Source: an optimization exercise on an open RTL-to-GDS flow (aim: small area, a short achievable clock period and few clock cycles). Production flows keep margins and buffers that such runs may drop.
RTL that was checked went through simulation tests only; none was proved equivalent to the original.
Function not checked in run 3: the RTL went through the layout flow alone.

File: flow/flow/run.sh
#!/bin/bash
# Layout: the standard flow (standard.sh, unchanged synthesis) with two settings changed:
# the port buffers are sky130_fd_sc_hd__buf_2 cells, and timing repair aims for 6.2 ns of
# setup slack at the design's 12 ns period. make's full output goes to layout.log here.
set -euo pipefail
export BUFFER_PORTS_ARGS="-buffer_cell sky130_fd_sc_hd__buf_2"
bash standard.sh SETUP_SLACK_MARGIN=6.2 finish > layout.log 2>&1
File: flow/standard.sh
#!/bin/bash
# synth_recipe.tcl (not shown) runs the flow's synth.tcl, then flattens the netlist and writes it again
# the make line also repeats each setting of config.mk as NAME=value (left out here)
make -C /OpenROAD-flow-scripts/flow DESIGN_CONFIG=/design/flow/config.mk WORK_HOME=/design/flow/orfs CLKGATE_MAP_FILE= SYNTH_SCRIPT=/design/flow/synth_recipe.tcl "${@:-finish}"
File: flow/config.mk
export PLATFORM = sky130hd
export DESIGN_NAME = battery_gauge_level_tracker
export DESIGN_NICKNAME = battery_gauge_level_tracker
export VERILOG_FILES = /design/flow/design.v
export SDC_FILE = /design/flow/constraint.sdc
export NUM_CORES = 4
export LEC_CHECK = 0
export CAP_MARGIN = 20
export CORE_MARGIN = 2
export CORE_UTILIZATION = 40
export CTS_BUF_LIST = sky130_fd_sc_hd__clkbuf_16
export CTS_CLUSTER_DIAMETER = 100
export CTS_CLUSTER_SIZE = 30
export SLEW_MARGIN = 20
File: flow/constraint.sdc
create_clock -name core_clock -period 12.0 [get_ports {clk_i}]
set_input_delay 2.4000 -clock core_clock [delete_from_list [all_inputs] [get_ports {clk_i}]]
set_output_delay 2.4000 -clock core_clock [all_outputs]
set_load 0.01 [all_outputs]
File: flow/design.v
package bgl_pkg;
  localparam logic [15:0] VOff   = 16'd3072;
  localparam logic [15:0] VTop   = 16'd4223;
  localparam logic [10:0] VMin   = 11'(3100 - 3072);
  localparam logic [10:0] VDisL3 = 11'(3903 - 3072);
  localparam logic [10:0] VDisL2 = 11'(3773 - 3072);
  localparam logic [10:0] VDisL1 = 11'(3712 - 3072);
  localparam logic [10:0] VDisL0 = 11'(3460 - 3072);
  function automatic logic [33:0] rule_lookup(input logic usb, input logic [1:0] rng,
                                              input logic [1:0] lv);
    logic [33:0] r;
    r = '0;
    case ({usb, rng, lv})
      5'd0: r = {1'b0, 1'b1, 11'd510, 11'd0, 10'd0};
      5'd1: r = {1'b0, 1'b0, 11'd480, 11'd510, 10'd30};
      5'd2: r = {1'b0, 1'b0, 11'd320, 11'd480, 10'd160};
      5'd3: r = {1'b0, 1'b0, 11'd80, 11'd320, 10'd240};
      5'd4: r = {1'b1, 1'b0, 11'd928, 11'd28, 10'd900};
      5'd5: r = {1'b1, 1'b0, 11'd1018, 11'd928, 10'd90};
      5'd6: r = {1'b0, 1'b1, 11'd510, 11'd0, 10'd0};
      5'd7: r = {1'b0, 1'b0, 11'd70, 11'd510, 10'd440};
      5'd8: r = {1'b1, 1'b0, 11'd853, 11'd28, 10'd825};
      5'd9: r = {1'b1, 1'b0, 11'd943, 11'd853, 10'd90};
      5'd10: r = {1'b1, 1'b0, 11'd1103, 11'd943, 10'd160};
      5'd11: r = {1'b0, 1'b1, 11'd90, 11'd0, 10'd0};
      5'd12: r = {1'b1, 1'b0, 11'd813, 11'd28, 10'd785};
      5'd13: r = {1'b1, 1'b0, 11'd903, 11'd813, 10'd90};
      5'd14: r = {1'b1, 1'b0, 11'd1063, 11'd903, 10'd160};
      5'd15: r = {1'b0, 1'b1, 11'd130, 11'd0, 10'd0};
      5'd16: r = {1'b1, 1'b0, 11'd1018, 11'd28, 10'd990};
      5'd17: r = {1'b1, 1'b0, 11'd1093, 11'd1018, 10'd75};
      5'd18: r = {1'b0, 1'b1, 11'd290, 11'd0, 10'd0};
      5'd19: r = {1'b0, 1'b0, 11'd50, 11'd290, 10'd240};
      5'd20: r = {1'b1, 1'b0, 11'd838, 11'd28, 10'd810};
      5'd21: r = {1'b1, 1'b0, 11'd918, 11'd838, 10'd80};
      5'd22: r = {1'b1, 1'b0, 11'd1068, 11'd918, 10'd150};
      5'd23: r = {1'b0, 1'b1, 11'd90, 11'd0, 10'd0};
      5'd24: r = {1'b1, 1'b0, 11'd788, 11'd28, 10'd760};
      5'd25: r = {1'b1, 1'b0, 11'd868, 11'd788, 10'd80};
      5'd26: r = {1'b1, 1'b0, 11'd1008, 11'd868, 10'd140};
      5'd27: r = {1'b0, 1'b1, 11'd180, 11'd0, 10'd0};
      5'd28: r = {1'b1, 1'b0, 11'd758, 11'd28, 10'd730};
      5'd29: r = {1'b1, 1'b0, 11'd843, 11'd758, 10'd85};
      5'd30: r = {1'b1, 1'b0, 11'd978, 11'd843, 10'd135};
      5'd31: r = {1'b0, 1'b1, 11'd230, 11'd0, 10'd0};
      default: r = '0;
    endcase
    rule_lookup = r;
  endfunction
  function automatic logic [6:0] cbase(input logic [2:0] n);
    logic [6:0] b;
    case (n)
      3'd0: b = 7'd0;
      3'd1: b = 7'd25;
      3'd2: b = 7'd50;
      3'd3: b = 7'd80;
      default: b = 7'd100;
    endcase
    cbase = b;
  endfunction
  function automatic logic [6:0] dtop(input logic [2:0] n);
    logic [6:0] b;
    case (n)
      3'd0: b = 7'd25;
      3'd1: b = 7'd50;
      3'd2: b = 7'd80;
      default: b = 7'd100;
    endcase
    dtop = b;
  endfunction
endpackage
module bgl_add #(
  parameter int W = 16
) (
  input  logic [W-1:0] a,
  input  logic [W-1:0] b,
  input  logic         cin,
  output logic [W-1:0] s,
  output logic         cout
);
  logic [W-1:0] g, p, gg, pp;
  logic [W:0]   c;
  always_comb begin
    g = a & b;
    p = a ^ b;
    gg = g;
    gg[0] = g[0] | (p[0] & cin);
    pp = p;
    for (int l = 0; (1 << l) < W; l++)
      for (int i = (2 << l) - 1; i < W; i += (2 << l)) begin
        gg[i] = gg[i] | (pp[i] & gg[i - (1 << l)]);
        pp[i] = pp[i] & pp[i - (1 << l)];
      end
    for (int l = 4; l >= 0; l--)   
      for (int i = 3 * (1 << l) - 1; i < W; i += (2 << l)) begin
        gg[i] = gg[i] | (pp[i] & gg[i - (1 << l)]);
        pp[i] = pp[i] & pp[i - (1 << l)];
      end
    c[0] = cin;
    for (int k = 0; k < W; k++) c[k + 1] = gg[k];
    s = p ^ c[W-1:0];
    cout = c[W];
  end
endmodule
module bgl_divider #(
  parameter int HI = 4,
  parameter int LO = 0
) (
  input  logic [19:0] rem_i,
  input  logic [14:0] den_i,
  input  logic [4:0]  quo_i,
  output logic [19:0] rem_o,
  output logic [4:0]  quo_o
);
  logic [19:0] rem [HI+1:LO];
  logic [4:0]  quo [HI+1:LO];
  assign rem[HI+1] = rem_i;
  assign quo[HI+1] = quo_i;
  for (genvar k = HI; k >= LO; k--) begin : g_step
    logic [15:0] t;
    logic        ok;    
    bgl_add #(.W(16)) u_sub (
      .a(rem[k+1][k +: 16]), .b(~{1'b0, den_i}), .cin(1'b1), .s(t), .cout(ok)
    );
    always_comb begin
      rem[k] = rem[k+1];
      quo[k] = quo[k+1];
      if (ok) begin
        rem[k][k +: 16] = t;
        quo[k][k] = 1'b1;
      end
    end
  end
  assign rem_o = rem[LO];
  assign quo_o = quo[LO];
endmodule
module battery_gauge_level_tracker (
  input  logic        clk_i,
  input  logic        rst_ni,
  input  logic        in_valid_i,
  output logic        in_ready_o,
  input  logic [57:0] in_data_i,
  output logic        out_valid_o,
  input  logic        out_ready_i,
  output logic [10:0] out_data_o
);
  localparam logic [1:0] K_DIV = 2'd0;    
  localparam logic [1:0] K_CONST = 2'd1;  
  localparam logic [1:0] K_KEEP = 2'd2;   
  localparam logic [1:0] K_NOP = 2'd3;    
  logic out_valid_q, adv_q;    
  assign adv_q = !out_valid_q || out_ready_i;
  assign in_ready_o = adv_q;
  logic signed [7:0] temp;
  logic [15:0] vin, curin;
  logic [10:0] vq;
  logic [14:0] cq;
  logic [1:0]  rng;
  logic [2:0]  seed_in;
  assign temp = in_data_i[38:31];
  assign vin = in_data_i[54:39];
  assign curin = in_data_i[30:15];
  always_comb begin
    if (temp < 8'sd10) rng = 2'd0;
    else if (temp < 8'sd20) rng = 2'd1;
    else if (temp < 8'sd30) rng = 2'd2;
    else rng = 2'd3;
    if (vin[15:12] == 4'd0 && vin[11:10] != 2'b11) vq = 11'd0;
    else if (vin[15:13] != 3'd0 || (vin[12] && vin[11:7] != 5'd0)) vq = 11'(bgl_pkg::VTop - bgl_pkg::VOff);
    else vq = {vin[12], vin[9:0]};
    cq = curin[15] ? 15'h7fff : curin[14:0];
    if (vq > bgl_pkg::VDisL3) seed_in = 3'd4;
    else if (vq > bgl_pkg::VDisL2) seed_in = 3'd3;
    else if (vq > bgl_pkg::VDisL1) seed_in = 3'd2;
    else if (vq > bgl_pkg::VDisL0) seed_in = 3'd1;
    else seed_in = 3'd0;
  end
  logic        s_valid_q;
  logic        chg, nochg, usb;
  logic [1:0]  s_rng_q;
  logic [2:0]  s_seed_q;
  logic [10:0] v;
  logic [14:0] cur, mc;
  always_ff @(posedge clk_i or negedge rst_ni) begin
    if (!rst_ni) s_valid_q <= 1'b0;
    else if (adv_q) s_valid_q <= in_valid_i;
  end
  always_ff @(posedge clk_i) begin
    if (adv_q) begin
      chg <= in_data_i[57]; nochg <= in_data_i[56]; usb <= in_data_i[55];
      v <= vq; s_rng_q <= rng; s_seed_q <= seed_in; cur <= cq; mc <= in_data_i[14:0];
    end
  end
  logic       mode_q;
  logic [2:0] band_q;
  logic        sw;
  logic [2:0]  b, nb;
  logic [1:0]  kind;
  logic [33:0] rl;
  logic        rl_volt, rl_mc;
  logic [10:0] rl_thr, rl_other;
  logic [9:0]  rl_d;
  logic        climb;
  logic [14:0] cmp_l, cmp_r;
  logic [14:0] opa, opb;
  logic [15:0] diff;
  logic [15:0] dmc;
  logic [14:0] x, d;
  logic        cmp_ge, dmc_c, diff_c;
  logic [14:0] cmp_unused;
  logic [15:0] dmc_s, diff_s;
  bgl_add #(.W(15)) u_cmp (.a(cmp_l), .b(~cmp_r), .cin(1'b1), .s(cmp_unused), .cout(cmp_ge));
  bgl_add #(.W(16)) u_dmc (.a({1'b0, mc}), .b(~{5'd0, rl_thr}), .cin(1'b1), .s(dmc_s), .cout(dmc_c));
  bgl_add #(.W(16)) u_diff (.a({1'b0, opa}), .b(~{1'b0, opb}), .cin(1'b1), .s(diff_s), .cout(diff_c));
  always_comb begin
    sw = (chg != mode_q);
    b = sw ? (chg ? 3'd0 : s_seed_q) : band_q;
    rl = bgl_pkg::rule_lookup(usb, s_rng_q, b[1:0]);
    rl_volt = rl[33];
    rl_mc = rl[32];
    rl_thr = rl[31:21];
    rl_other = rl[20:10];
    rl_d = rl[9:0];
    cmp_l = rl_volt ? {4'd0, rl_thr} : cur;
    cmp_r = rl_volt ? {4'd0, v} : {4'd0, rl_thr};
    climb = !cmp_ge;
    dmc = dmc_s;
    if (chg) begin
      opa = rl_volt ? {4'd0, v} : (rl_mc ? mc : {4'd0, rl_other});
      opb = rl_volt ? {4'd0, rl_other} : cur;
    end else begin
      case (b)
        3'd3: opa = {4'd0, bgl_pkg::VDisL3};
        3'd2: opa = {4'd0, bgl_pkg::VDisL2};
        3'd1: opa = {4'd0, bgl_pkg::VDisL1};
        default: opa = {4'd0, bgl_pkg::VDisL0};
      endcase
      opb = {4'd0, v};
    end
    diff = diff_s;
    x = diff[15] ? 15'd0 : diff[14:0];
    nb = b; kind = K_DIV;
    d = rl_mc ? dmc[14:0] : {5'd0, rl_d};
    if (chg) begin
      if (nochg) kind = K_NOP;
      else if (b[2]) kind = K_KEEP;
      else if (climb) begin
        nb = b + 3'd1; kind = K_CONST;
      end else if (rl_mc && (dmc[15] || dmc == 16'd0)) kind = K_CONST;
    end else begin
      case (b)
        3'd4: begin
          if (v < bgl_pkg::VDisL3) begin
            nb = 3'd3; kind = K_CONST;
          end else kind = K_KEEP;
        end
        3'd3: begin
          d = 15'(bgl_pkg::VDisL3 - bgl_pkg::VDisL2);
          if (v < bgl_pkg::VDisL2) begin
            nb = 3'd2; kind = K_CONST;
          end
        end
        3'd2: begin
          d = 15'(bgl_pkg::VDisL2 - bgl_pkg::VDisL1);
          if (v < bgl_pkg::VDisL1) begin
            nb = 3'd1; kind = K_CONST;
          end
        end
        3'd1: begin
          d = 15'(bgl_pkg::VDisL1 - bgl_pkg::VDisL0);
          if (v < bgl_pkg::VDisL0) begin
            nb = 3'd0; kind = K_CONST;
          end
        end
        default: begin
          d = 15'(bgl_pkg::VDisL0 - bgl_pkg::VMin);
          if (v <= bgl_pkg::VMin) x = 15'(bgl_pkg::VDisL0 - bgl_pkg::VMin);
        end
      endcase
    end
  end
  always_ff @(posedge clk_i or negedge rst_ni) begin
    if (!rst_ni) begin
      mode_q <= 1'b0; band_q <= 3'd4;
    end else if (adv_q && s_valid_q) begin
      mode_q <= chg; band_q <= nb;
    end
  end
  logic        a_valid_q, b_valid_q, c_valid_q, e_valid_q;
  logic [6:0]  a_ctl_q, b_ctl_q, c_ctl_q, e_ctl_q;
  logic [14:0] a_x_q, a_d_q, b_d_q, c_d_q;
  logic [18:0] b_rem_q;
  logic [16:0] c_rem_q;
  logic        b_quo_q;
  logic [2:0]  c_quo_q;
  logic [4:0]  e_quo_q;
  always_ff @(posedge clk_i or negedge rst_ni) begin
    if (!rst_ni) begin
      a_valid_q <= 1'b0; b_valid_q <= 1'b0; c_valid_q <= 1'b0; e_valid_q <= 1'b0;
    end else if (adv_q) begin
      a_valid_q <= s_valid_q; b_valid_q <= a_valid_q; c_valid_q <= b_valid_q;
      e_valid_q <= c_valid_q;
    end
  end
  always_ff @(posedge clk_i) begin
    if (adv_q) begin
      a_ctl_q <= {chg, sw, kind, nb}; a_x_q <= x; a_d_q <= d;
    end
  end
  logic [19:0] num, rem_b;
  logic [4:0]  quo_b;
  logic [19:0] mul_a, mul_b, mul_c;
  always_comb begin
    case (a_ctl_q[2:0])
      3'd3: begin   
        mul_a = {1'b0, a_x_q, 4'd0}; mul_b = {3'd0, a_x_q, 2'd0}; mul_c = 20'd0;
      end
      3'd2: begin   
        mul_a = {a_x_q, 5'd0}; mul_b = ~{4'd0, a_x_q, 1'b0}; mul_c = 20'd1;
      end
      default: begin   
        mul_a = {1'b0, a_x_q, 4'd0}; mul_b = {2'd0, a_x_q, 3'd0}; mul_c = {5'd0, a_x_q};
      end
    endcase
  end
  logic [19:0] csa_s, csa_c;
  logic        num_c;
  assign csa_s = mul_a ^ mul_b ^ mul_c;
  assign csa_c = (mul_a & mul_b) | (mul_a & mul_c) | (mul_b & mul_c);
  bgl_add #(.W(20)) u_num (.a(csa_s), .b({csa_c[18:0], 1'b0}), .cin(1'b0), .s(num), .cout(num_c));
  bgl_divider #(.HI(4), .LO(4)) u_div_b (
    .rem_i(num), .den_i(a_d_q), .quo_i(5'd0), .rem_o(rem_b), .quo_o(quo_b)
  );
  always_ff @(posedge clk_i) begin
    if (adv_q) begin
      b_ctl_q <= a_ctl_q; b_d_q <= a_d_q; b_rem_q <= rem_b[18:0]; b_quo_q <= quo_b[4];
    end
  end
  logic [19:0] rem_c;
  logic [4:0]  quo_c;
  bgl_divider #(.HI(3), .LO(2)) u_div_c (
    .rem_i({1'b0, b_rem_q}), .den_i(b_d_q), .quo_i({b_quo_q, 4'd0}), .rem_o(rem_c), .quo_o(quo_c)
  );
  always_ff @(posedge clk_i) begin
    if (adv_q) begin
      c_ctl_q <= b_ctl_q; c_d_q <= b_d_q; c_rem_q <= rem_c[16:0]; c_quo_q <= quo_c[4:2];
    end
  end
  logic [19:0] rem_d;
  logic [4:0]  quo_d;
  bgl_divider #(.HI(1), .LO(0)) u_div_d (
    .rem_i({3'd0, c_rem_q}), .den_i(c_d_q), .quo_i({c_quo_q, 2'd0}), .rem_o(rem_d), .quo_o(quo_d)
  );
  always_ff @(posedge clk_i) begin
    if (adv_q) begin
      e_ctl_q <= c_ctl_q; e_quo_q <= quo_d;
    end
  end
  logic       e_chg, e_sw;
  logic [1:0] e_kind;
  logic [2:0] e_band;
  assign {e_chg, e_sw, e_kind, e_band} = e_ctl_q;
  logic [6:0] dpct_q, disp_q;
  logic [6:0] lrep_q;
  logic       rep_q;
  logic [2:0] oband_q;
  logic [6:0] base, qv, p;
  logic [6:0] lrep_e;
  logic       rep;
  always_comb begin
    base = e_chg ? bgl_pkg::cbase(e_band) : bgl_pkg::dtop(e_band);
    qv = (e_kind == K_DIV) ? {2'd0, e_quo_q} : 7'd0;
    p = e_chg ? (base + qv) : (base - qv);
    if (e_kind == K_KEEP) p = (e_chg || dpct_q < 7'd80) ? 7'd100 : dpct_q;
    lrep_e = e_sw ? 7'd127 : lrep_q;
    rep = (e_kind != K_NOP) && (p != lrep_e);
  end
  always_ff @(posedge clk_i or negedge rst_ni) begin
    if (!rst_ni) begin
      out_valid_q <= 1'b0; dpct_q <= 7'd0; lrep_q <= 7'd0;
      disp_q <= 7'd100; rep_q <= 1'b0; oband_q <= 3'd4;
    end else if (adv_q) begin
      out_valid_q <= e_valid_q;
      if (e_valid_q) begin
        if (!e_chg) dpct_q <= p;
        lrep_q <= rep ? p : lrep_e;
        if (rep && (e_chg ? (p > disp_q) : (p < disp_q))) disp_q <= p;
        rep_q <= rep;
        oband_q <= e_band;
      end
    end
  end
  assign out_valid_o = out_valid_q;
  assign out_data_o = {disp_q, oband_q, rep_q};
endmodule
==> impl_metrics.ini, run 1 <==
[detailed_routing]
routed_wl_microns = 41300
post-route-drc-count = 0
drtPass1Iterations = 5
avgViaCountPerCell = 5.47
vias = 12800
routedWlPerCell_microns = 17.6
drtIter0Drc = 676
antenna_left = 0

[clock_network]
cts_tree = built
clockBufferDepth = 3
htreeDepth = 1
cts_sinks = 217
cts_made_buffers = 13
cts-root-buf = clkbuf_16
clk_pin_slew_ns = 0.11
postCtsHoldBufs = 0
clock_latency_ns = 0.48

[floorplan]
dieArea_sq_um = 44200
io_pins = 75
die_h_microns = 210
initial_core_util = 0.406
row_count = 75
die_w_microns = 210
fp.coreArea_sq_um = 41900

[critical_path]
end_kind = flop
crit_path_start_kind = flop
critPathKind = flop to flop
cp_slowest_stage_delay_ns = 0.41
crit_arrival_ns = 5.99
cp.required_ns = 12.34
crit_fanout = 25
cp_slowest_cell = edfxtp_1

[layout]
final_common_cell = edfxtp_1
final_cell_mix = 182 x edfxtp_1, 164 x nor2_1, 141 x a21oi_1
layout-drive-gt1-share = 0.185
n_antenna_cell = 0
nNetsFinal = 2075
synthToLayoutAreaGrowth_pct = 12.6
post-route-util = 0.457

[synth]
yosysSeqAreaShare = 0.373
yosysUniqueCellTypes = 97
synth_cells = 1713
syn_area_sq_um = 17000
async_flop_share = 0.161
synthFlopType = edfxtp_1
ys_ff_latch = 217
yosys_warnings = 19
synth_top_area_cell = edfxtp_1
syn-num-nets = 1986
avgSynthCellArea_sq_um = 9.94
synth_edf_count = 182
yosysTopAreaCellShare = 0.321
yosys-top-cells-area = edfxtp_1 32%, ha_1 11%, fa_1 7.4%, dfrtp_1 4.4%, a21oi_1 4.4%

[placement]
dp_hpwl_microns = 30800
port_buffers = 73
routabilityCongestion = 0.926
dpl_worst_slack_ns = 4.91

[sta]
tightest_slew_ns = 1.01
rsz0062_at_grt = true
setup-tns-final_ns = 0
drv_slew = 0
hold_violations = 0
slew_headroom = 0.327
maxClockFrequency_mhz = 177
min_period_ns = 5.65
finalCritPeriodShare = 0.471
setup_viol = 0
skew_ns = 0.0187
worst_slack_ns = 6.35

[global_route]
grt_pass1_wl_microns = 66100
grt_max_degree = 87
antenna_found_initial = 0
grt_usage = 0.185
overflow = 0
grt_pass1_vias = 12700

[outcome]
status = timing/DRC/antenna clean

[flow_run]
drv_cap = 0

[min_path]
hp-class = flop to flop
## kinds of logic after synthesis
family          synth area share
flops                      0.373
other cells             0.000220
compound gates             0.186
simple gates               0.132
mux                       0.0498
xor+xnor                  0.0293
fa+ha+maj                  0.183
buf+inv                   0.0469
## stage by stage
stage          cells  hold slack [ns]  area (sq um)
2_1_floorplan   1713            0.400         17100
3_3_place_gp    2266            0.403         17900
3_5_place_dp    2266            0.405         17900
4_1_cts         2308            0.429         18700
5_1_grt         2347            0.436         19200
6_report        2347            0.426         19200
## final timing paths
check / from / slack [ns] / depth (start not counted) / endpoint
max: chg$_DFFE_PN_ / 6.35 / 28 / a_ctl_q[3]$_DFFE_PN_
min: c_ctl_q[5]$_DFFE_PN_ / 0.43 / 0 / e_ctl_q[5]$_DFFE_PN_
max reg2reg: chg$_DFFE_PN_ / 6.35 / 28 / a_ctl_q[3]$_DFFE_PN_
min reg2reg: c_ctl_q[5]$_DFFE_PN_ / 0.43 / 0 / e_ctl_q[5]$_DFFE_PN_
max in group asynchronous: rst_ni / 9.46 / 1 / mode_q$_DFFE_PN0P_
min in group asynchronous: rst_ni / 1.98 / 1 / e_valid_q$_DFFE_PN0N_
## area by class of cell
cell class	instances	area [sq um]
Inverter	132	505
Tap cell	539	674
Clock buffer	13	325
Multi-Input combinational cell	1295	10200
Fill cell	3955	22800
Clock inverter	8	86.3
Sequential cell	217	6350
Timing Repair Buffer	143	987
## layer usage
metal	up-vias	part of all wire	global-route usage
met2	251	0.49	0.324
met1	6125	0.43	0.234
met4	0	0.047	0.0800
met3	77	0.030	0.0162
met5	-	0	0
li1	6376	-	-
## cells in the mapped netlist, types with 5 or more instances
cell type,number
dfrtp_1,30
a21oi_1,149
a211oi_1,20
mux2_2,54
mux2i_1,19
a31o_2,5
a211o_1,6
a21o_1,55
dfstp_2,5
o21ai_0,92
inv_1,128
nand2_1,122
or2_2,23
xnor2_1,29
nand3_1,21
nor3_1,29
nand2b_1,22
a31oi_1,14
nand4_1,6
nor2b_1,19
and2_1,20
o21bai_1,8
nor3b_1,5
o21a_1,24
buf_1,7
nor2_1,165
a221oi_1,6
and3_1,12
o211ai_1,5
xor2_1,28
ha_1,148
clkbuf_1,57
edfxtp_1,182
nor4_1,7
or3_1,5
o31ai_1,7
o21ai_1,6
fa_1,63
## sequential cells by signal, indices dropped and copies added, names as in the netlist, 11 cells and up
name	count
v	11
b_rem_q	19
b_d_q	15
a_d_q	15
a_x_q	15
c_d_q	15
c_rem_q	17
mc	15
cur	15
## critical path: cells and delay by family (launching register included)
kind                     cells  cell delay [ns]
AO/OA/AOI/OAI               14             2.46
XOR/XNOR                     1             0.15
adder cells (fa/ha/maj)      3             0.69
buffers and inverters        4             0.72
flip-flops                   1             0.41
AND/OR/NAND/NOR              6             1.02
## what timing repair did
item | CTS | global route
pin swaps | 9 | 21
endpoints found under the setup margin | 57 | 45
setup buffers | 19 | 36
gates resized for setup | 53 | 36
gates cloned | 2 | 3
Testbench counts, summed over its fixed seeds: cycles 4,848.
==> inputs of run 2 (changes only) <==
==> flow/flow/run.sh (replaced) <==
#!/bin/bash
# Layout: the standard flow (standard.sh, unchanged synthesis) with two settings changed:
# the port buffers are sky130_fd_sc_hd__buf_2 cells, and timing repair aims for 6.3 ns of
# setup slack at the design's 12 ns period. make's full output goes to layout.log here.
set -euo pipefail
export BUFFER_PORTS_ARGS="-buffer_cell sky130_fd_sc_hd__buf_2"
bash standard.sh SETUP_SLACK_MARGIN=6.3 finish > layout.log 2>&1
==> run 2 against run 1 <==
Compared with the run above: first-iteration DRC count is 17% higher; hold slack worse by 0.011 ns; clock skew shrank 0.0046 ns; die area unchanged; cell area increased by 0.85%; critical path depth is 8 lower; critical endpoint is now b_rem_q[5]$_DFFE_PN_.
==> impl_metrics.ini, run 2 <==
[global_route]
grt_pass1_wl_microns = 65400
use_met3 = 0.0155
antenna_found_initial = 0
overflow = 0
grt_util_met1 = 0.231
use_met2 = 0.324
grt_usage = 0.184
busiest_layer = met2
grt_pass1_vias = 12500
grt_max_degree = 163

[layout]
largest_reg_flops = 19
synthToLayoutAreaGrowth_pct = 13.6
nNetsFinal = 2076
multi_input_area_sq_um = 10300
design_area_sq_um = 19300
n_antenna_cell = 0
nFillCells = 3942
regMostFlops = b_rem_q
final_common_cell = edfxtp_1
final_cell_mix = 182 x edfxtp_1, 162 x nor2_1, 142 x a21oi_1
post-route-util = 0.461
instances_no_fill = 2350
layout-drive-gt1-share = 0.191
seqCellArea_sq_um = 6350
top_regs = b_rem_q: 19 flops, c_rem_q: 17 flops

[floorplan]
row_count = 75
initial_core_util = 0.406
die_h_microns = 210
fp.coreArea_sq_um = 41900
dieArea_sq_um = 44200
io_pins = 75
die_w_microns = 210

[sta]
rsz0062_at_grt = false
setup_viol = 0
setup-tns-final_ns = 0
tightest_slew_ns = 0.856
finalCritPeriodShare = 0.462
drv_slew = 0
maxClockFrequency_mhz = 180
skew_ns = 0.0142
hold_violations = 0
whs_ns = 0.415
min_period_ns = 5.54
slew_headroom = 0.424

[clock_network]
htreeDepth = 1
cts_made_buffers = 14
postCtsHoldBufs = 0
clk_pin_slew_ns = 0.10
cts_sinks = 217
cts_tree = built
clock_latency_ns = 0.50
clockBufferDepth = 3
cts-root-buf = clkbuf_16

[synth]
yosys-top-cells-area = edfxtp_1 32%, ha_1 11%, fa_1 7.4%, dfrtp_1 4.4%, a21oi_1 4.4%
synth_cells = 1713
synth_compound_area_frac = 0.186
yosysUniqueCellTypes = 97
syn-num-nets = 1986
yosysTopAreaCellShare = 0.321
ys_top_cells_by_count = 182 x edfxtp_1, 165 x nor2_1, 149 x a21oi_1
synth_xor_area_frac = 0.0293
yosysSeqAreaShare = 0.373
ys_ff_latch = 217
yosys_warnings = 19
avgSynthCellArea_sq_um = 9.94
yosysMostFrequentCell = edfxtp_1
synthAdderAreaFrac = 0.183
syn_area_sq_um = 17000
synthFlopType = edfxtp_1
synth_top_area_cell = edfxtp_1
synth_simple_gate_area_share = 0.132
async_flop_share = 0.161
synth_edf_count = 182
synthMuxAreaShare = 0.0498
synth_top_family_by_area = compound AO/OA/AOI/OAI gates

[critical_path]
cp.required_ns = 12.25
crit_arrival_ns = 5.80
crit_path_start_kind = flop
critPathKind = flop to flop
end_kind = flop
crit_fanout = 7

[detailed_routing]
drtIter0Drc = 794
drtPass1Iterations = 6
antenna_left = 0
routed_wl_microns = 41100
routedWlPerCell_microns = 17.5
post-route-drc-count = 0
avgViaCountPerCell = 5.47
vias = 12900

[outcome]
status = timing/DRC/antenna clean

[flow_run]
drv_cap = 0

[placement]
dp_hpwl_microns = 30700
port_buffers = 73
routabilityCongestion = 0.937
place_inst = 2265
dpl-instance-area_sq_um = 17900

[min_path]
hp-class = flop to flop
-- run 2: cell counts after synthesis --
No cell type changed its count.
-- run 2: final cells by class --
type / count / area share
inverters: 132 / 0.0261
flip-flops and latches: 217 / 0.328
clock buffers: 15 / 0.0194
repair buffers: 143 / 0.0503
well taps: 539 / 0.0349
multi-input cells: 1295 / 0.534
clock inverters: 9 / 0.00667
-- run 2: stage by stage --
stage	setup slack, ns
after floorplan	6.31
after global placement	4.99
after detailed placement	4.87
after CTS	6.30
after global routing	6.27
final	6.46
-- run 2: per-layer routing --
layer | vias to the layer above | share of wire
li1 | 6377 | -
met1 | 6146 | 0.43
met2 | 259 | 0.49
met3 | 84 | 0.031
met4 | 0 | 0.046
met5 | - | 0
-- run 2: worst paths after layout --
check,slack [ns],depth (start not counted),end,from
setup / recovery,6.46,20,b_rem_q[5]$_DFFE_PN_,a_ctl_q[2]$_DFFE_PN_
hold / removal,0.42,0,e_ctl_q[5]$_DFFE_PN_,c_ctl_q[5]$_DFFE_PN_
setup reg to reg,6.46,20,b_rem_q[5]$_DFFE_PN_,a_ctl_q[2]$_DFFE_PN_
hold reg to reg,0.42,0,e_ctl_q[5]$_DFFE_PN_,c_ctl_q[5]$_DFFE_PN_
max in group asynchronous,9.49,1,mode_q$_DFFE_PN0P_,rst_ni
min in group asynchronous,1.97,1,c_valid_q$_DFFE_PN0N_,rst_ni
-- run 2: kinds of logic after synthesis --
family / Yosys count
AND/OR/NAND/NOR: 474
AO/OA/AOI/OAI: 471
flip-flops: 217
adder cells (fa/ha/maj): 212
buffers and inverters: 204
multiplexers: 77
XOR/XNOR: 57
other: 1
-- run 2: what timing repair did --
action | 4_1_cts | 5_1_grt
resized for setup | 58 | 43
buffers inserted | 27 | 30
hold endpoints to repair | 0 | 0
endpoints found under the setup margin | 61 | 49
cloned | 2 | 2
pin swaps | 14 | 23
-- run 2: worst max-delay path, stage by stage, from the launching register on --
cell	delay, ns
edfxtp_1	0.40
nand2b_4	0.20
nor2_4	0.20
mux2_4	0.32
fa_1	0.49
ha_2	0.20
or4_4	0.52
a21oi_4	0.15
o21ai_1	0.09
a31oi_1	0.20
nor2b_1	0.08
o21a_1	0.18
o41a_1	0.43
fa_2	0.42
xor2_4	0.17
ha_4	0.25
a21o_1	0.19
a21oi_4	0.17
o21ai_4	0.11
a31o_4	0.26
mux2_2	0.28
==> inputs of run 3 (changes only) <==
--- a/flow/design.v
+++ b/flow/design.v
@@ -148,8 +148,7 @@
   localparam logic [1:0] K_CONST = 2'd1;  
   localparam logic [1:0] K_KEEP = 2'd2;   
   localparam logic [1:0] K_NOP = 2'd3;    
-  logic out_valid_q, adv_q;    
-  assign adv_q = !out_valid_q || out_ready_i;
+  logic adv_q;    
   assign in_ready_o = adv_q;
   logic signed [7:0] temp;
   logic [15:0] vin, curin;
@@ -362,11 +361,9 @@
   assign {e_chg, e_sw, e_kind, e_band} = e_ctl_q;
   logic [6:0] dpct_q, disp_q;
   logic [6:0] lrep_q;
-  logic       rep_q;
-  logic [2:0] oband_q;
-  logic [6:0] base, qv, p;
+  logic [6:0] base, qv, p, disp_n;
   logic [6:0] lrep_e;
-  logic       rep;
+  logic       rep, push;
   always_comb begin
     base = e_chg ? bgl_pkg::cbase(e_band) : bgl_pkg::dtop(e_band);
     qv = (e_kind == K_DIV) ? {2'd0, e_quo_q} : 7'd0;
@@ -374,22 +371,47 @@
     if (e_kind == K_KEEP) p = (e_chg || dpct_q < 7'd80) ? 7'd100 : dpct_q;
     lrep_e = e_sw ? 7'd127 : lrep_q;
     rep = (e_kind != K_NOP) && (p != lrep_e);
+    disp_n = (rep && (e_chg ? (p > disp_q) : (p < disp_q))) ? p : disp_q;
   end
+  assign push = adv_q && e_valid_q;
   always_ff @(posedge clk_i or negedge rst_ni) begin
     if (!rst_ni) begin
-      out_valid_q <= 1'b0; dpct_q <= 7'd0; lrep_q <= 7'd0;
-      disp_q <= 7'd100; rep_q <= 1'b0; oband_q <= 3'd4;
-    end else if (adv_q) begin
-      out_valid_q <= e_valid_q;
-      if (e_valid_q) begin
-        if (!e_chg) dpct_q <= p;
-        lrep_q <= rep ? p : lrep_e;
-        if (rep && (e_chg ? (p > disp_q) : (p < disp_q))) disp_q <= p;
-        rep_q <= rep;
-        oband_q <= e_band;
+      dpct_q <= 7'd0; lrep_q <= 7'd0; disp_q <= 7'd100;
+    end else if (push) begin
+      if (!e_chg) dpct_q <= p;
+      lrep_q <= rep ? p : lrep_e;
+      disp_q <= disp_n;
+    end
+  end
+  logic        h_valid_q, k_valid_q, take;
+  logic [10:0] h_data_q, k_data_q, res;
+  assign res = {disp_n, e_band, rep};
+  assign take = h_valid_q && out_ready_i;
+  always_ff @(posedge clk_i or negedge rst_ni) begin
+    if (!rst_ni) begin
+      h_valid_q <= 1'b0; k_valid_q <= 1'b0; adv_q <= 1'b1;
+    end else begin
+      if (take) begin
+        h_valid_q <= k_valid_q || push;
+        k_valid_q <= k_valid_q && push;
+        adv_q <= 1'b1;
+      end else begin
+        h_valid_q <= h_valid_q || push;
+        k_valid_q <= k_valid_q || (h_valid_q && push);
+        adv_q <= !(h_valid_q && (k_valid_q || push));
       end
     end
   end
-  assign out_valid_o = out_valid_q;
-  assign out_data_o = {disp_q, oband_q, rep_q};
+  always_ff @(posedge clk_i) begin
+    if (take) begin
+      if (k_valid_q) h_data_q <= k_data_q;
+      else h_data_q <= res;
+      k_data_q <= res;
+    end else begin
+      if (!h_valid_q) h_data_q <= res;
+      else if (!k_valid_q) k_data_q <= res;
+    end
+  end
+  assign out_valid_o = h_valid_q;
+  assign out_data_o = h_data_q;
 endmodule
==> flow/flow/run.sh (replaced) <==
#!/bin/bash
# Layout: the standard flow (standard.sh, unchanged synthesis) with two settings changed:
# the port buffers are sky130_fd_sc_hd__buf_2 cells, and timing repair aims for 6.5 ns of
# setup slack at the design's 12 ns period. make's full output goes to layout.log here.
set -euo pipefail
export BUFFER_PORTS_ARGS="-buffer_cell sky130_fd_sc_hd__buf_2"
bash standard.sh SETUP_SLACK_MARGIN=6.5 finish > layout.log 2>&1
==> run 3 against run 2 <==
Compared with the run above: area after synthesis up 6.1%; still clean on timing, DRC and antenna.
==> impl_metrics.ini, run 3 <==
[min_path]
min_path_cells = 0
hp-class = flop to flop

[sta]
whs_ns = 0.415
skew_ns = 0.0317
slew_headroom = 0.351
worst_slack_ns = 6.48
maxClockFrequency_mhz = 181
tightest_slew_ns = 0.974
setup-tns-final_ns = 0
setup_viol = 0
min_period_ns = 5.52
hold_violations = 0
drv_slew = 0
rsz0062_at_grt = true
finalCritPeriodShare = 0.460

[clock_network]
cts_sinks = 237
clockBufferDepth = 3
clk_pin_slew_ns = 0.11
cts_tree = built
cts_made_buffers = 15
postCtsHoldBufs = 0
clock_latency_ns = 0.51
htreeDepth = 1
cts-root-buf = clkbuf_16

[critical_path]
cp_slowest_cell = fa_2
end_kind = flop
critPathKind = flop to flop
path_cells = buf_12 -> nor2_4 -> buf_6 -> mux2_4 -> fa_2 -> ha_4 -> o21a_1 -> o21a_1 -> o21ai_2 -> o21ai_2 -> a31oi_4 -> fa_1 -> inv_2 -> ha_4 -> a21o_1 -> a21o_1 -> a41oi_2 -> nor2b_1 -> o21ai_1 -> nand2b_1 -> fa_2 -> nor3_2 -> a21oi_1 -> o32a_1
r2r_cells = 24
cp.required_ns = 12.25
crit_arrival_ns = 5.77
crit_path_start_kind = flop
crit_fanout = 6
cp_slowest_stage_delay_ns = 0.54

[layout]
final_cell_mix = 204 x edfxtp_1, 167 x nand2_1, 137 x nor2_1
layout-drive-gt1-share = 0.204
final_common_cell = edfxtp_1
regMostFlops = b_rem_q
nNetsFinal = 2194
synthToLayoutAreaGrowth_pct = 15.1
largest_reg_flops = 19
top_regs = b_rem_q: 19 flops, c_rem_q: 17 flops
nFillCells = 4102

[floorplan]
fp.coreArea_sq_um = 44400
initial_core_util = 0.407
dieArea_sq_um = 46900
io_pins = 75
die_w_microns = 216
row_count = 77
die_h_microns = 216

[synth]
synth_edf_count = 204
synth_top_area_cell = edfxtp_1
syn-num-nets = 2095
ys_ff_latch = 237
yosys_warnings = 19
syn_area_sq_um = 18100
yosysTopAreaCellShare = 0.339
yosysUniqueCellTypes = 103
async_flop_share = 0.139
synth_cells = 1822
yosysSeqAreaShare = 0.385
ys_top_cells_by_count = 204 x edfxtp_1, 171 x nand2_1, 148 x ha_1
yosysMostFrequentCell = edfxtp_1
avgSynthCellArea_sq_um = 9.91
synthFlopType = edfxtp_1
yosys-top-cells-area = edfxtp_1 34%, ha_1 10%, fa_1 7.0%, dfrtp_1 3.9%, nand2_1 3.6%

[detailed_routing]
antenna_left = 0
drtIter0Drc = 1008
routedWlPerCell_microns = 17.7
routed_wl_microns = 44500
drtPass1Iterations = 5
post-route-drc-count = 0
vias = 13900
avgViaCountPerCell = 5.50

[global_route]
grt_max_degree = 83
grt_pass1_wl_microns = 71600
antenna_found_initial = 0
grt_pass1_vias = 13600
grt_usage = 0.188
overflow = 0

[placement]
dpl_worst_slack_ns = 5.14
port_buffers = 73
dp_hpwl_microns = 32700
routabilityCongestion = 0.945

[flow_run]
drv_cap = 0

[outcome]
status = timing/DRC/antenna clean
[run 3: cell count changes after synthesis, moves of 7 or more]
cell / previous run / this run
nand2_1: 122 / 171
a21oi_1: 149 / 119
edfxtp_1: 182 / 204
o21ai_0: 92 / 113
nand3_1: 21 / 40
nor2_1: 165 / 146
o211ai_1: 5 / 20
a31oi_1: 14 / 26
a21o_1: 55 / 44
inv_1: 128 / 137
mux2i_1: 19 / 28
a211oi_1: 20 / 12
o22ai_1: 4 / 11
[run 3: routing by layer]
metal,track usage,wire length [microns]
met1,0.240,19400
met2,0.323,21300
met3,0.0157,1600
met5,0,0
met4,0.0836,2270
[run 3: kinds of logic (layout without fill, tap and decap cells)]
family	after synthesis	in the layout	synth area share
adder cells (fa/ha/maj)	212	212	0.173
other	1	2	0.000208
AND/OR/NAND/NOR	540	541	0.143
AO/OA/AOI/OAI	476	478	0.173
buffers and inverters	221	325	0.0488
flip-flops	237	237	0.385
multiplexers	83	83	0.0514
XOR/XNOR	52	52	0.0252
[run 3: repair_timing]
item / CTS / global route
resized for setup: 84 / 65
endpoints found under the setup margin: 62 / 47
setup buffers: 46 / 22
gates cloned: 3 / 2
pin swaps: 26 / 29
[run 3: through the flow]
step | area, sq um | instances | util
5_1_grt | 20800 | 2521 | 0.468
6_report | 20800 | 2522 | 0.468
3_5_place_dp | 19000 | 2423 | 0.428
2_1_floorplan | 18200 | 1822 | -
3_3_place_gp | 19000 | 2423 | 0.428
4_1_cts | 20300 | 2497 | 0.457
[run 3: final cells by class]
type                            count  area [sq um]  area share
Sequential cell                   237          6960       0.335
Clock inverter                     10           165     0.00795
Tap cell                          592           741      0.0356
Antenna cell                        1          2.50    0.000120
Multi-Input combinational cell   1367         10800       0.520
Timing Repair Buffer              160          1170      0.0564
Inverter                          140           548      0.0264
Clock buffer                       15           375      0.0181
[run 3: worst max-delay path, delay by kind of cell, from the launching register on]
family	cells	cell delay (ns)
buffers and inverters	3	0.38
and+or+nand+nor	4	0.46
AOI/OAI and AO/OA	11	1.90
adders and majority gates	5	1.80
DFF	1	0.44
muxes	1	0.29
[run 3: worst paths after layout]
path | start | to | slack, ns
setup / recovery | a_ctl_q[0]$_DFFE_PP_ | b_rem_q[17]$_DFFE_PP_ | 6.48
hold / removal | c_ctl_q[5]$_DFFE_PP_ | e_ctl_q[5]$_DFFE_PP_ | 0.41
setup reg to reg | a_ctl_q[0]$_DFFE_PP_ | b_rem_q[17]$_DFFE_PP_ | 6.48
hold reg to reg | c_ctl_q[5]$_DFFE_PP_ | e_ctl_q[5]$_DFFE_PP_ | 0.41
max in group asynchronous | rst_ni | mode_q$_DFFE_PN0P_ | 9.50
min in group asynchronous | rst_ni | disp_q[0]$_DFFE_PN0P_ | 1.93

re-timing with driven ports:
How much do the figures lean on ideal ports? The routed layouts below were timed once more, with nothing changed but the port constraints.
Step 1 assumes that a clkbuf_16 drives the clock port and a buf_2 every other input.
Step 2, shift: input delay + t, output delay - t, t = (earliest + latest rising clock arrival at the registers) / 2. This alone moves slack from input paths to output paths.
Three values: ideal, step 1, step 2; two values: the first two.
run | t (ns) | slack for setup (ns) | hold WS [ns] | latest minus earliest clock arrival (ns) | worst data-port slew with drivers (ns)
run 1 | 0.530 | 6.352 / 6.352 / 6.352 | 0.426 / 0.426 / 0.426 | 0.019 / 0.019 | 0.04
run 2 | 0.545 | 6.457 / 6.457 / 6.457 | 0.415 / 0.415 / 0.415 | 0.016 / 0.016 | 0.05
run 3 | 0.550 | 6.483 / 6.483 / 6.483 | 0.415 / 0.415 / 0.415 | 0.032 / 0.033 | 0.04
After both steps setup and hold are still met in every run listed.
